This is an optimization exercise on Yosys and OpenROAD, whose aim is small area and a short achievable clock period, not a production implementation. Function was checked by simulation only, so behaviour that the tests miss may differ from the original. Power is estimated from default activity; no workload was simulated.

==> flow/design.v (outline; a module is shown in full before it is edited, if it fits) <==
// module fpmul_prep: 22 lines
// module fpmul_tree_a: 2595 lines
// module fpmul_tree_b: 360 lines
// module fpmul_fa: 10 lines
// module fpmul_ha: 9 lines
// module fpmul_han: 9 lines
// module fpmul_xnor2: 7 lines
// module fpmul_or2: 7 lines
// module fpmul_normalize: 13 lines
// module fpmul_round: 56 lines
// module fpmul_top: 71 lines
module fpmul_top (
	input  logic                  clk,
	input  logic                  rst,
	input  logic                  in_valid,
	input  logic [31:0]           a,
	input  logic [31:0]           b,
	output logic                  out_valid,
	output fpmul_pkg::fpmul_out_t out
);
  // ...
==> flow/run.sh <==
#!/bin/bash
# synth_recipe.tcl (not shown) runs the flow's synth.tcl, then flattens the netlist and writes it again
# the make line also repeats each setting of config.mk as NAME=value (left out here)
make -C /OpenROAD-flow-scripts/flow DESIGN_CONFIG=/design/flow/config.mk WORK_HOME=/design/flow/orfs CLKGATE_MAP_FILE= SYNTH_SCRIPT=/design/flow/synth_recipe.tcl finish
==> flow/config.mk <==
export PLATFORM = sky130hd
export DESIGN_NAME = fpmul_top
export DESIGN_NICKNAME = fpmul_top
export VERILOG_FILES = /design/flow/design.v
export SDC_FILE = /design/flow/constraint.sdc
export NUM_CORES = 4
export LEC_CHECK = 0
export CAP_MARGIN = 20
export CORE_MARGIN = 2
export CORE_UTILIZATION = 65
export SETUP_SLACK_MARGIN = 4.5
export SLEW_MARGIN = 20
export SYNTH_HIERARCHICAL = 1
export SYNTH_MINIMUM_KEEP_SIZE = 0
==> flow/constraint.sdc <==
create_clock -name core_clock -period 7.5 [get_ports {clk}]
set_input_delay 1.5000 -clock core_clock [delete_from_list [all_inputs] [get_ports {clk}]]
set_output_delay 1.5000 -clock core_clock [all_outputs]
set_load 0.01 [all_outputs]
==> results.yml, run 1 <==
final_layout:
  buf_share: 0.122
  mostFrequentLayoutCells: "nand2_1, fa_1, dfxtp_1"
  diodes: 0
  fin_util: 0.758
synth:
  avgSynthCellArea_sq_um: 10.4
  synth_top_family_by_area: "adder cells"
  ys_seq_elements: 332
  ys_top_cells_by_count: "nand2_1, fa_1, dfxtp_1, buf_4, inv_1"
  muxShareOfSynthArea: 0.00704
  yosysMostFrequentCell: "nand2_1"
timing:
  rsz0062_at_grt: "yes"
  slew_headroom: 0.564
worst_setup_path:
  critical-path-top-delay-family: "adder cells"
  crit_start: "r2_mid[64]$_DFF_P_"
  end_kind: "register"
  crit_path_cell_trace: "fa_1, fa_2, inv_2, ha_4, buf_4, nand4_1, nor2_1, nand4b_1, buf_4, a221oi_4, o21bai_1, xor2_1"
  path_common_cell: "buf_4"
power_and_ir_drop:
  power_leader: "combinational logic"
  combPwrFrac: 0.736
  pg_clk_mw: 1.95
  power_density_mw_per_mm2: 553
hold_path:
  min_from: "r1_info[0]$_DFF_P_"
cts:
  cts.sinks: 332
global_route:
  grtUsageTotal: 0.368
floorplan:
  dieArea_sq_mm: 0.0451
run_status:
  status: "finished clean"
route:
  drcViolationCount: 0
==> run 2, diff against run 1 <==
--- a/flow/config.mk
+++ b/flow/config.mk
@@ -8,5 +8,5 @@
 export CAP_MARGIN = 20
 export CORE_MARGIN = 2
-export CORE_UTILIZATION = 65
+export CORE_UTILIZATION = 40
 export SETUP_SLACK_MARGIN = 4.5
 export SLEW_MARGIN = 20
==> run 2 against run 1 <==
Fmax is 1.4% higher. Clock power is 9% higher. Critical path depth stayed put. Area after synthesis stayed put. Non-clock buffer count is 23 lower. Total power is 1.8% higher.
==> results.yml, run 2 <==
global_route:
  grt.overflow.total: 0
  antenna_found_initial: 2
  grt_max_degree: 25
  grt_first_pass_wirelength_um: 126000
  grt_pass1_vias: 21504
  grtUsageTotal: 0.226
worst_setup_path:
  path_common_cell: "fa_1"
  path_class: "reg -> reg"
  worst_ep_arrival_time_ns: 3.83
  crit_path_cell_trace: "fa_1, fa_1, inv_2, ha_4, a21o_1, o21bai_4, a32oi_2, nand4b_1, buf_4, a221oi_4, o21bai_1, xor2_1"
  max_stage_delay_ns: 0.54
  r2r.worst_path.cells: 12
  end_kind: "register"
  cp_slowest_cell: "fa_1"
  cp-start-kind: "register"
  cp_data_required_time_ns: 7.96
  cp_max_fo: 2
route:
  drtIter0Drc: 2049
  wirelength_um: 84300
  via_count: 20090
  drcViolationCount: 0
  wire_per_inst_um: 22.9
  ant_nets: 0
  drt-pass1-iter-count: 6
  via_per_inst: 5.45
floorplan:
  die_w_um: 270
  core-area_sq_mm: 0.0700
  io_pins: 104
  initial_utilization: 0.403
  die_y_um: 270
  dieArea_sq_mm: 0.0728
  rows: 97
place:
  placed_area_sq_mm: 0.0279
  hpwl_um: 51900
  numPortBuffers: 103
  place_congestion: 0.889
synth:
  ys_async_sr_fraction: 0
  synth-main-ff-cell: "dfxtp_1"
  yosysWarnings: 8
  ys_top_cells_by_count: "nand2_1, fa_1, dfxtp_1, buf_4, inv_1"
  synth_largest_area_cell: "fa_1"
  synth_area_sq_mm: 0.0282
  ys_top_cells_by_area: "fa_1, dfxtp_1, nand2_1"
  synth-edff-count: 0
  ys_seq_area_frac: 0.235
  synth.distinct_cells: 86
  yosysMostFrequentCell: "nand2_1"
  avgSynthCellArea_sq_um: 10.4
  ys_seq_elements: 332
  synthCells: 2726
  synth_top_area_frac: 0.343
timing:
  finalSetupTns_ns: 0
  fin_crit_sh: 0.449
  hold_viol: 0
  period_needed_ns: 3.37
  worst_slew_pin_slew_ns: 0.668
  setup_violations: 0
  final_max_slew_viol_count: 0
  fmax_ghz: 0.297
  rsz0062_at_grt: "yes"
  skew_ns: 0.0225
  slew_headroom: 0.554
final_layout:
  mostFrequentLayoutCells: "nand2_1, fa_1, dfxtp_1"
  seqCellArea_sq_mm: 0.00678
  final_area_sq_mm: 0.0331
  final_nets: 3353
  multi_input_area_sq_mm: 0.0194
  final_common_cell: "nand2_1"
  top_regs: "r2_mid (177), r4_out (36), r3_hi (26)"
  nFillCells: 6204
  syn2layout_area_growth_pct: 17.2
  drive_above_1_share: 0.240
  fin_util: 0.473
  largest_register_ffs: 177
  top_register: "r2_mid"
cts:
  cts.sinks: 332
  insertion_delay_ns: 0.58
  cts_tree: "built"
  cts_buffers: 40
  clockBufferDepth: 3
  clk_pin_slew_ns: 0.06
  cts_root_buf: "clkbuf_16"
  h-tree-depth: 2
power_and_ir_drop:
  ir_worst_vdd_uv: 565
  power_density_mw_per_mm2: 554
  report.power.total_mw: 18.3
  p_leak_nw: 12.7
run_status:
  status: "finished clean"
run:
  max_cap_viol_count: 0
hold_path:
  min_path_type: "reg -> reg"
  whs_path_depth: 0
[run 2: Yosys stat by module, one instance, submodules excluded, excerpt]
module	times used	flip-flops and latches	area, sq um	cells
fpmul_tree_a	1	0	4570	849
fpmul_or2	23	0	6.26	1
fpmul_fa	483	0	20.0	1
fpmul_xnor2	23	0	8.76	1
fpmul_top	1	332	6680	337
fpmul_prep	1	0	643	87
fpmul_normalize	1	0	3280	499
fpmul_round	1	0	2340	328
fpmul_tree_b	1	0	724	97
[run 2: metal layers]
layer  vias up  global-route usage  share of wire
li1       8381                   -              -
met1     10113               0.287           0.39
met2      1276               0.347           0.44
met3       318              0.0693           0.11
met4         2               0.120          0.053
met5         -                   0       0.000083
[run 2: cell type report]
cell class              instances  share of cell area
multi-input cells            1873               0.587
flip-flops and latches        332               0.205
repair buffers                341               0.115
well taps                     940              0.0355
clock buffers                  47              0.0326
inverters                     123              0.0139
clock inverters                26              0.0111
diodes                          2            0.000151
[run 2: stage by stage]
| step | hold WS (ns) | instances | setup slack, ns |
|---|---|---|---|
| after floorplan | 0.310 | 2739 | 4.41 |
| after global placement | 0.313 | 3393 | 2.61 |
| after detailed placement | 0.313 | 3394 | 3.23 |
| after CTS | 0.317 | 3613 | 4.12 |
| after global routing | 0.330 | 3683 | 3.97 |
| final | 0.317 | 3684 | 4.13 |
[run 2: where the power goes]
part           switching [mW]  internal, mW
sequential              0.416          2.40
combinational            7.32          6.08
clock                   0.811          1.31
[run 2: final timing paths]
kind                       from                  to  slack, ns
max          r2_mid[22]$_DFF_P_   r3_hi[14]$_DFF_P_       4.13
min reg2reg  r1_info[8]$_DFF_P_  r2_info[8]$_DFF_P_       0.32
min          r1_info[8]$_DFF_P_  r2_info[8]$_DFF_P_       0.32
max reg2reg  r2_mid[22]$_DFF_P_   r3_hi[14]$_DFF_P_       4.13
[run 2: repair_timing]
item / in CTS / in global routing
buffers inserted: 140 / 68
endpoints found under the setup margin: 159 / 110
pin swaps: 97 / 130
gates resized for setup: 198 / 204
hold buffers: 0 / 0
gates cloned: 6 / 1
[run 2: cell families after synthesis]
kind of cell             after synthesis  synth area share
AO/OA/AOI/OAI                        248            0.0661
flip-flops                           332             0.235
XOR/XNOR                             110            0.0341
adder cells (fa/ha/maj)              575             0.383
AND/OR/NAND/NOR                      906             0.140
buffers and inverters                534             0.134
multiplexers                          19           0.00704
other                                  2          0.000266
[run 2: worst max-delay path, delay by kind of cell, from the launching register on]
family / cells / cell delay, ns
and+or+nand+nor: 1 / 0.27
buffers and inverters: 2 / 0.29
DFF: 1 / 0.32
adders and majority gates: 3 / 1.25
xor gates and xnor gates: 1 / 0.15
AOI/OAI and AO/OA: 5 / 0.98
==> run 3, diff against run 2 <==
--- a/flow/config.mk
+++ b/flow/config.mk
@@ -9,5 +9,5 @@
 export CORE_MARGIN = 2
 export CORE_UTILIZATION = 40
-export SETUP_SLACK_MARGIN = 4.5
+export SETUP_SLACK_MARGIN = 5.0
 export SLEW_MARGIN = 20
 export SYNTH_HIERARCHICAL = 1
==> run 3 against run 2 <==
Core utilization grew 2.2 points. Die area is the same. Still clean on timing, DRC and antenna. Sequential share of layout area shrank 0.69 points.
==> results.yml, run 3 <==
cts:
  h-tree-depth: 2
  cts_tree: "built"
  cts.sinks: 332
  insertion_delay_ns: 0.58
  clk_pin_slew_ns: 0.06
  cts_root_buf: "clkbuf_16"
  clockBufferDepth: 3
  cts_buffers: 42
final_layout:
  drive_above_1_share: 0.364
  final_common_cell: "nand2_1"
  largest_register_ffs: 177
  nFillCells: 6090
  final_nets: 3413
  top_register: "r2_mid"
  syn2layout_area_growth_pct: 22.7
  top_regs: "r2_mid (177), r4_out (36), r3_hi (26)"
  mostFrequentLayoutCells: "nand2_1, fa_1, dfxtp_1"
place:
  post-place-ws_ns: 2.96
  numPortBuffers: 103
  hpwl_um: 52400
  place_congestion: 0.896
synth:
  synth_largest_area_cell: "fa_1"
  ys_top_cells_by_count: "nand2_1, fa_1, dfxtp_1, buf_4, inv_1"
  synthCells: 2726
  ys_top_cells_by_area: "fa_1, dfxtp_1, nand2_1"
  ys_seq_elements: 332
  synth.distinct_cells: 86
  avgSynthCellArea_sq_um: 10.4
  ys_seq_area_frac: 0.235
  synth_top_area_frac: 0.343
  synth_area_sq_mm: 0.0282
  synth-edff-count: 0
  yosysMostFrequentCell: "nand2_1"
  yosysWarnings: 8
  synth-main-ff-cell: "dfxtp_1"
  ys_async_sr_fraction: 0
global_route:
  grt_pass1_vias: 21459
  grt.overflow.total: 0
  grt_max_degree: 25
  grt_first_pass_wirelength_um: 130000
  antenna_found_initial: 0
  grtUsageTotal: 0.237
floorplan:
  core-area_sq_mm: 0.0700
  dieArea_sq_mm: 0.0728
  die_y_um: 270
  rows: 97
  die_w_um: 270
  io_pins: 104
  initial_utilization: 0.403
timing:
  fmax_ghz: 0.293
  finalSetupTns_ns: 0
  rsz0062_at_grt: "yes"
  hold_viol: 0
  setup_ws_ns: 4.09
  final_max_slew_viol_count: 0
  slew_headroom: 0.540
  setup_violations: 0
  period_needed_ns: 3.41
  worst_slew_pin_slew_ns: 0.689
  fin_crit_sh: 0.454
  skew_ns: 0.0342
worst_setup_path:
  max_stage_delay_ns: 0.55
  path_class: "reg -> reg"
  r2r_end: "r3_hi[22]$_DFF_P_"
  cp_data_required_time_ns: 7.98
  cp_max_fo: 8
  worst_ep_arrival_time_ns: 3.89
  end_kind: "register"
  r2r.worst_path.cells: 12
  path_common_cell: "fa_1"
  cp_slowest_cell: "fa_1"
  cp-start-kind: "register"
  timing.rr.start: "r2_mid[38]$_DFF_P_"
  reg2reg_slack_ns: 4.09
  crit_path_cell_trace: "fa_1, fa_1, inv_2, ha_4, nand4_1, nor3_1, a32oi_2, nand4b_1, a21oi_2, nor2_1, o41ai_2, xnor2_1"
route:
  wirelength_um: 88000
  wire_per_inst_um: 23.5
  ant_nets: 0
  drcViolationCount: 0
  drtIter0Drc: 1880
  via_per_inst: 5.37
  via_count: 20118
  drt-pass1-iter-count: 6
hold_path:
  whs_path_depth: 0
  whs_endpoint: "r3_info[4]$_DFF_P_"
  min_from: "r2_info[4]$_DFF_P_"
  min_path_type: "reg -> reg"
run:
  max_cap_viol_count: 0
power_and_ir_drop:
  power_density_mw_per_mm2: 532
  p_leak_nw: 13.3
  ir_worst_vdd_uv: 601
run_status:
  status: "finished clean"
-- run 3: cell counts after synthesis --
No cell type changed its count.
-- run 3: per-layer routing --
layer,global-route usage,vias to the layer above,wire [um]
li1,-,8506,-
met1,0.307,10096,34700
met2,0.358,1187,38700
met3,0.0757,329,9780
met4,0.116,0,4780
met5,0,-,0
-- run 3: Yosys stat by module, one instance, submodules excluded, excerpt --
module           times used  cells inside
fpmul_prep                1            87
fpmul_xnor2              23             1
fpmul_tree_a              1           849
fpmul_tree_b              1            97
fpmul_normalize           1           499
fpmul_top                 1           337
fpmul_or2                23             1
fpmul_fa                483             1
-- run 3: stage by stage --
step	area [sq um]	util	hold slack (ns)	power [mW]	cells
global route	34700	0.495	0.328	19.8	3744
detailed placement	28400	0.406	0.312	13.5	3381
finish	34700	0.495	0.323	18.4	3746
global placement	28400	0.406	0.310	13.3	3380
floorplan	29600	-	0.310	12.3	2739
CTS	33300	0.476	0.322	17.0	3678
-- run 3: worst max path at each step --
stage / from / to / slack (ns) / cells after the start
3_5_place_dp: r3_hi[25]$_DFF_P_ / r4_out[8]$_DFF_P_ / 2.96 / 11
6_report: r2_mid[38]$_DFF_P_ / r3_hi[22]$_DFF_P_ / 4.09 / 12
2_1_floorplan: r1_fb[21]$_DFF_P_ / r2_mid[89]$_DFF_P_ / 4.41 / 8
5_1_grt: r2_mid[98]$_DFF_P_ / r3_hi[23]$_DFF_P_ / 3.97 / 12
3_3_place_gp: b[1] / r1_info[1]$_DFF_P_ / 2.53 / 5
4_1_cts: r2_mid[52]$_DFF_P_ / r3_hi[23]$_DFF_P_ / 4.13 / 12
-- run 3: layout make-up --
class,count,area (sq um),area share
inverter,123,462,0.0133
timing repair buffer,399,4440,0.128
tap,940,1180,0.0339
clock inverter,20,254,0.00733
antenna,2,5.00,0.000144
sequential,332,6850,0.198
multi-input combinational,1873,20300,0.584
clock buffer,57,1210,0.0349
-- run 3: critical path: cells and delay by family (launching register included) --
kind,cells,cell delay [ns]
adders and majority gates,3,1.32
AOI/OAI and AO/OA,3,0.82
and+or+nand+nor,4,0.63
DFF,1,0.33
xor gates and xnor gates,1,0.17
buffers and inverters,1,0.06
-- run 3: cell families (layout without fill, tap and decap cells) --
| kind of cell | Yosys count | in the layout | share of synthesized area |
|---|---|---|---|
| AO/OA/AOI/OAI | 248 | 248 | 0.0661 |
| XOR/XNOR | 110 | 110 | 0.0341 |
| adder cells (fa/ha/maj) | 575 | 575 | 0.383 |
| buffers and inverters | 534 | 599 | 0.134 |
| flip-flops | 332 | 332 | 0.235 |
| multiplexers | 19 | 19 | 0.00704 |
| other | 2 | 17 | 0.000266 |
| AND/OR/NAND/NOR | 906 | 906 | 0.140 |
-- run 3: power by group --
group | total [mW] | switching [mW] | internal [mW] | leakage [nW]
clock | 2.12 | 0.813 | 1.31 | 0.701
sequential | 2.87 | 0.454 | 2.42 | 2.80
combinational | 13.4 | 7.38 | 6.07 | 9.80
total | 18.4 | 8.65 | 9.79 | 13.3
-- run 3: timing repair --
action,4_1_cts,5_1_grt
setup endpoints to repair,215,218
hold buffers,0,0
gates resized for setup,572,218
pin swaps,143,125
setup buffers,216,66
cloned,4,0

-- afterwards: timing with drivers on the ports --
In the flow no input, the clock included, has a driving cell. The finished layouts below were timed again as built, in two steps. Step 1 assumes that a clkbuf_16 drives the clock port and a buf_2 every other input. Step 2, shift: input delay + t, output delay - t, t = (earliest + latest rising clock arrival at the registers) / 2. This alone moves slack from input paths to output paths. Three values: no drivers, after step 1, after step 2; two values: the first two.
run | t (ns) | setup slack, ns | worst hold slack (ns) | slew at the worst register clock pin (ns)
run 1 | 0.627 | 4.083 / 4.083 / 3.911 | 0.325 / 0.325 / 0.325 | 0.07 / 0.07
run 2 | 0.625 | 4.131 / 4.131 / 3.962 | 0.317 / 0.317 / 0.317 | 0.07 / 0.07
run 3 | 0.621 | 4.093 / 4.093 / 4.093 | 0.323 / 0.323 / 0.323 | 0.06 / 0.06
After both steps every run listed still meets setup and hold. The setup slack of run 1, which loses most, moves by 0.000 ns with the drivers and by -0.172 ns with both steps.
